Source: an optimization exercise on an open RTL-to-GDS flow (aim: small area). Production flows keep margins and buffers that such runs may drop.
In this exercise RTL edits were held to simulation tests only and were not proved equivalent to the original.
Power is estimated from default activity; no workload was simulated.

== lane 1 ==
// simdCore
module simdCore (
    input wire clk,
    input wire rst,
    input wire [18-1:0] instr,
    input wire ack,
    input wire [16-1:0] rdata,
    output logic [10-1:0] instrAddr,
    output logic req,
    output logic [10+16:0] memReq,
    output logic done
);
make LEC_CHECK=0 ABC_AREA=1 CAP_MARGIN=20 CORE_MARGIN=2 CORE_UTILIZATION=40 SLEW_MARGIN=20 finish   # period 8.0 ns
run.sh (not shown) runs the stock make flow with config.mk's settings and CLKGATE_MAP_FILE= SYNTH_SCRIPT=/design/flow/synth_recipe.tcl, a recipe that flattens the netlist after the stock synthesis.
Lane 1 went all the way through synthesis, placement and routing and the layout is clean on timing, DRC and antenna.
For lane 2, these inputs were changed with respect to lane 1:
-- flow/config.mk --
<<< lane 1, line 7
export LEC_CHECK = 0
export ABC_AREA = 1
export CAP_MARGIN = 20
>>> lane 2, line 7
export LEC_CHECK = 0
export CAP_MARGIN = 20
<<< lane 1, line 11
export CORE_UTILIZATION = 40
export SLEW_MARGIN = 20
>>> lane 2, line 10
export CORE_UTILIZATION = 40
export CTS_BUF_LIST = sky130_fd_sc_hd__clkbuf_8
export CTS_CLUSTER_SIZE = 40
export SLEW_MARGIN = 20
==> run summary <==
Lane 2 vs lane 1, portion of total power attributed to sequential cells went up by 3.4 points.
Net count after synthesis for lane 2 is lower than for lane 1.
Compared with lane 1, lane 2 shows final cycle utilization of the critical path higher by 12 points.
[compare] base=lane 1 new=lane 2: utilization after layout went down 1.1 points, routed wire length rose by 64 um.
Changes in lane 3 relative to lane 2:
==> flow/flow/run.sh (new file) <==
#!/bin/bash
set -euo pipefail
export BUFFER_PORTS_ARGS="-buffer_cell sky130_fd_sc_hd__buf_1"
export CTS_ARGS="-sink_clustering_enable -repair_clock_nets -dont_use_dummy_load -buf_list {sky130_fd_sc_hd__clkbuf_4 sky130_fd_sc_hd__clkbuf_8} -sink_clustering_size 12 -sink_clustering_max_diameter 40"
bash standard.sh finish > standard_flow.log 2>&1
==> flow/standard.sh (new file) <==
#!/bin/bash
# synth_recipe.tcl (not shown) runs the flow's synth.tcl, then flattens the netlist and writes it again
# the make line also repeats each setting of config.mk as NAME=value (left out here)
make -C /OpenROAD-flow-scripts/flow DESIGN_CONFIG=/design/flow/config.mk WORK_HOME=/design/flow/orfs CLKGATE_MAP_FILE= SYNTH_SCRIPT=/design/flow/synth_recipe.tcl "${@:-finish}"
-- flow/config.mk --
<<< lane 2, line 10
export CORE_UTILIZATION = 40
export CTS_BUF_LIST = sky130_fd_sc_hd__clkbuf_8
export CTS_CLUSTER_SIZE = 40
export SLEW_MARGIN = 20
>>> lane 3, line 10
export CORE_UTILIZATION = 40
export SLEW_MARGIN = 20
removed: flow/run.sh
--- outcome ---
Looking at multi-input combinational area share, lane 3 sits 2.4 points above lane 2. The higher part of the total power dissipated in combinational logic came out of lane 2. Comparing overall routed net length for lane 2 and lane 3, the bigger number came from lane 2. Compared with lane 2, in lane 3 area overhead of the layout relative to synthesis -10 points; minimum setup slack in the final design +0.37 ns; design area went down by 8.5%.
### lane 3 -> lane 4
==> flow/run.sh (new file) <==
#!/bin/bash
# synth_recipe.tcl (not shown) runs the flow's synth.tcl, then flattens the netlist and writes it again
# the make line also repeats each setting of config.mk as NAME=value (left out here)
make -C /OpenROAD-flow-scripts/flow DESIGN_CONFIG=/design/flow/config.mk WORK_HOME=/design/flow/orfs CLKGATE_MAP_FILE= SYNTH_SCRIPT=/design/flow/synth_recipe.tcl finish
removed: flow/flow/run.sh
removed: flow/standard.sh
Notes after the runs:
- Lane 4 ended with every stage complete and zero timing, DRC or antenna violations.
- Lane 4 vs. lane 3: y dimension of the die stayed essentially flat; detailed-placement wirelength estimate +about 3.3%; post-detailed-route via-to-cell ratio saw a decrease.
- Sequential group share of total power (lane 4 over lane 3): decrease, 12 points
- Lane 4 — worst hold slack 0.016 ns higher, lane 3 as reference
- Going from lane 3 to lane 4, total power grew by more than 10%.
- [compare] base=lane 3 new=lane 4: final cell count has increased, relative slew slack rose 1.8 points, number of iterations in the first detailed-routing pass saw an increase.
The following lists how lane 5 was set up differently from lane 4:
==> flow/flow/run.sh (new file) <==
#!/bin/bash
set -euo pipefail
export BUFFER_PORTS_ARGS="-buffer_cell sky130_fd_sc_hd__buf_1"
export CTS_ARGS="-sink_clustering_enable -repair_clock_nets -dont_use_dummy_load -buf_list {sky130_fd_sc_hd__clkbuf_8} -sink_clustering_size 20 -sink_clustering_max_diameter 60"
bash standard.sh finish > standard_flow.log 2>&1
==> flow/standard.sh (new file) <==
#!/bin/bash
# synth_recipe.tcl (not shown) runs the flow's synth.tcl, then flattens the netlist and writes it again
# the make line also repeats each setting of config.mk as NAME=value (left out here)
make -C /OpenROAD-flow-scripts/flow DESIGN_CONFIG=/design/flow/config.mk WORK_HOME=/design/flow/orfs CLKGATE_MAP_FILE= SYNTH_SCRIPT=/design/flow/synth_recipe.tcl "${@:-finish}"
removed: flow/run.sh
Notes after the runs:
Clock network fraction of total power for lane 5 is lower than for lane 4. Of lane 5 and lane 4, the run reporting the higher final worst slack was lane 5. Compared with lane 4, lane 5 shows a lower met1 track utilization from global routing. Measured against each other, lane 5 and lane 4 differ in number of fill cells in the layout, the higher figure coming from lane 5. Summed area of non-filler cells in the final layout for lane 5: about 11% down relative to lane 4. Lower clock skew goes to lane 4 over lane 5. Compare lane 5 and lane 4 | share of the clock period used by the worst path after layout lower: lane 5. As far as max-capacitance violation count goes, lane 5 and lane 4 are indistinguishable; the numbers are identical. Lane 5 vs lane 4: proportion of cell area occupied by registers up in lane 5. All of lane 5 and lane 4 finish clean.

---

Another version of the RTL of simdCore (not shown whole).
For scale: roughly 580 cells after synthesis, about 240 flip-flops, about 76 I/O pins, ~0.0066 mm^2 of cells after synthesis.
==> flow/config.mk <==
export PLATFORM = sky130hd
export DESIGN_NAME = simdCore
export DESIGN_NICKNAME = simdCore
export VERILOG_FILES = /design/flow/design.v
export SDC_FILE = /design/flow/constraint.sdc
export NUM_CORES = 4
export LEC_CHECK = 0
export ABC_AREA = 1
export CAP_MARGIN = 20
export CORE_MARGIN = 2
export CORE_UTILIZATION = 40
export SLEW_MARGIN = 20
==> flow/constraint.sdc <==
create_clock -name core_clock -period 8.0 [get_ports {clk}]
set_input_delay 1.6000 -clock core_clock [delete_from_list [all_inputs] [get_ports {clk}]]
set_output_delay 1.6000 -clock core_clock [all_outputs]
set_load 0.01 [all_outputs]
standard.sh (not shown) runs the stock make flow with config.mk's settings and CLKGATE_MAP_FILE= SYNTH_SCRIPT=/design/flow/synth_recipe.tcl, a recipe that flattens the netlist after the stock synthesis.
==> flow/flow/run.sh <==
#!/bin/bash
# The standard layout (standard.sh) with these changes in how it is made:
#  - synthesis maps all logic, adders included, with ABC and an area-oriented
#    script: a copy of the ORFS scripts folder where abc_area.script is
#    flow/abc_area.script (ABC_AREA is 1 in config.mk) and synth.tcl skips
#    the full/half adder extraction; the registers are mapped as before,
#  - the port buffers are the smallest buffer cell (every port still gets one),
#  - clock tree synthesis uses clkbuf_8 in clusters of 20 and adds no dummy loads.
set -euo pipefail
here=$(pwd)
rm -rf "$here/scripts_area"
cp -r "$FLOW_HOME/scripts" "$here/scripts_area"
cp "$here/flow/abc_area.script" "$here/scripts_area/abc_area.script"
python3 "$here/flow/skip_adders.py" "$here/scripts_area/synth.tcl" > "$here/skip_adders.log" 2>&1
export SCRIPTS_DIR="$here/scripts_area"
export BUFFER_PORTS_ARGS="-buffer_cell sky130_fd_sc_hd__buf_1"
export CTS_ARGS="-sink_clustering_enable -repair_clock_nets -dont_use_dummy_load -buf_list {sky130_fd_sc_hd__clkbuf_8} -sink_clustering_size 20 -sink_clustering_max_diameter 60"
bash standard.sh finish > "$here/standard_flow.log" 2>&1
==> flow/flow/abc_area.script <==
strash
&get -n
&deepsyn -J 10 -S 7
&put
dch -f
amap
strash
dch -f
amap
topo
==> flow/flow/skip_adders.py <==
# Removes the full/half adder extraction and mapping from ORFS's synth.tcl,
# so that ABC maps that logic with the rest.
import sys
path = sys.argv[1]
text = open(path).read()
start = text.index("  # extract the full adders")
end = text.index("  dont_use_after_adder_step", start)
text = text[:start] + "  # adder extraction skipped: ABC maps the adders\n" + text[end:]
open(path, "w").write(text)
print("skipped adder extraction in", path)
Then changed:
==> flow/flow/run.sh (replaced) <==
#!/bin/bash
# The standard layout (standard.sh) with three changes in how it is made:
#  - ABC maps the logic with an area-oriented script (abc_area.script in a
#    copy of the ORFS scripts folder; ABC_AREA is 1 in config.mk),
#  - the port buffers are the smallest buffer cell (every port still gets one),
#  - clock tree synthesis uses clkbuf_8 in clusters of 20 and adds no dummy loads.
set -euo pipefail
here=$(pwd)
rm -rf "$here/scripts_area"
cp -r "$FLOW_HOME/scripts" "$here/scripts_area"
cp "$here/flow/abc_area.script" "$here/scripts_area/abc_area.script"
export SCRIPTS_DIR="$here/scripts_area"
export BUFFER_PORTS_ARGS="-buffer_cell sky130_fd_sc_hd__buf_1"
export CTS_ARGS="-sink_clustering_enable -repair_clock_nets -dont_use_dummy_load -buf_list {sky130_fd_sc_hd__clkbuf_8} -sink_clustering_size 20 -sink_clustering_max_diameter 60"
bash standard.sh finish > "$here/standard_flow.log" 2>&1
==> flow/flow/abc_area.script (replaced) <==
strash
&get -n
&deepsyn -J 5 -S 7
&put
dch -f
amap
topo
removed: flow/flow/skip_adders.py
The changed run ran to the end with no violations. Worst setup slack loses 1500 ps. Clock power barely changes. Combinational power goes up by well over a third. Via count grows slightly. Clock-buffer cell count stays the same. Synthesized cell count is lower by a few percent. Global-route usage hardly moves. Die area increases by a few percent.

## re-timing with driven ports
In the flow no input, the clock included, has a driving cell. The finished layouts below were timed again as built, in two steps.
Step 1 (the two cells are an assumption about what drives the block):
set clk [get_ports {clk}]
set_driving_cell -lib_cell sky130_fd_sc_hd__clkbuf_16 $clk
set_driving_cell -lib_cell sky130_fd_sc_hd__buf_2 [delete_from_list [all_inputs] $clk]
Step 2 times the ports against the registers' clock, not the clock port: input delays grow and output delays shrink by t, the midpoint of the rising clock arrivals with the driver on.
a / b / c = ideal ports / drivers / drivers and shift; a / b = the first two.
| run | shift t [ns] | slack for setup (ns) | worst hold slack (ns) | worst register clock-pin slew, ns |
|---|---|---|---|---|
| lane 1 | 0.558 | 2.406 / 2.422 / 1.863 | 0.322 / 0.322 / 0.322 | 0.06 / 0.06 |
| lane 2 | 0.551 | 1.411 / 1.424 / 0.873 | 0.309 / 0.309 / 0.309 | 0.07 / 0.07 |
| lane 3 | 0.568 | 1.781 / 1.796 / 1.228 | 0.297 / 0.297 / 0.297 | 0.07 / 0.07 |
| lane 4 | 0.552 | 1.388 / 1.406 / 0.855 | 0.313 / 0.313 / 0.313 | 0.07 / 0.07 |
| lane 5 | 0.520 | 1.750 / 1.765 / 1.245 | 0.326 / 0.326 / 0.326 | 0.11 / 0.11 |
| the first run of note 2 | 0.508 | 2.076 / 2.070 / 1.562 | 0.276 / 0.276 / 0.276 | 0.11 / 0.11 |
| the second run of note 2 | 0.511 | 0.565 / 0.577 / 0.066 | 0.306 / 0.306 / 0.306 | 0.11 / 0.11 |
After both steps every run listed still meets setup and hold. For lane 3, which loses most, drivers alone change the setup slack by +0.015 ns; drivers and shift together by -0.553 ns.
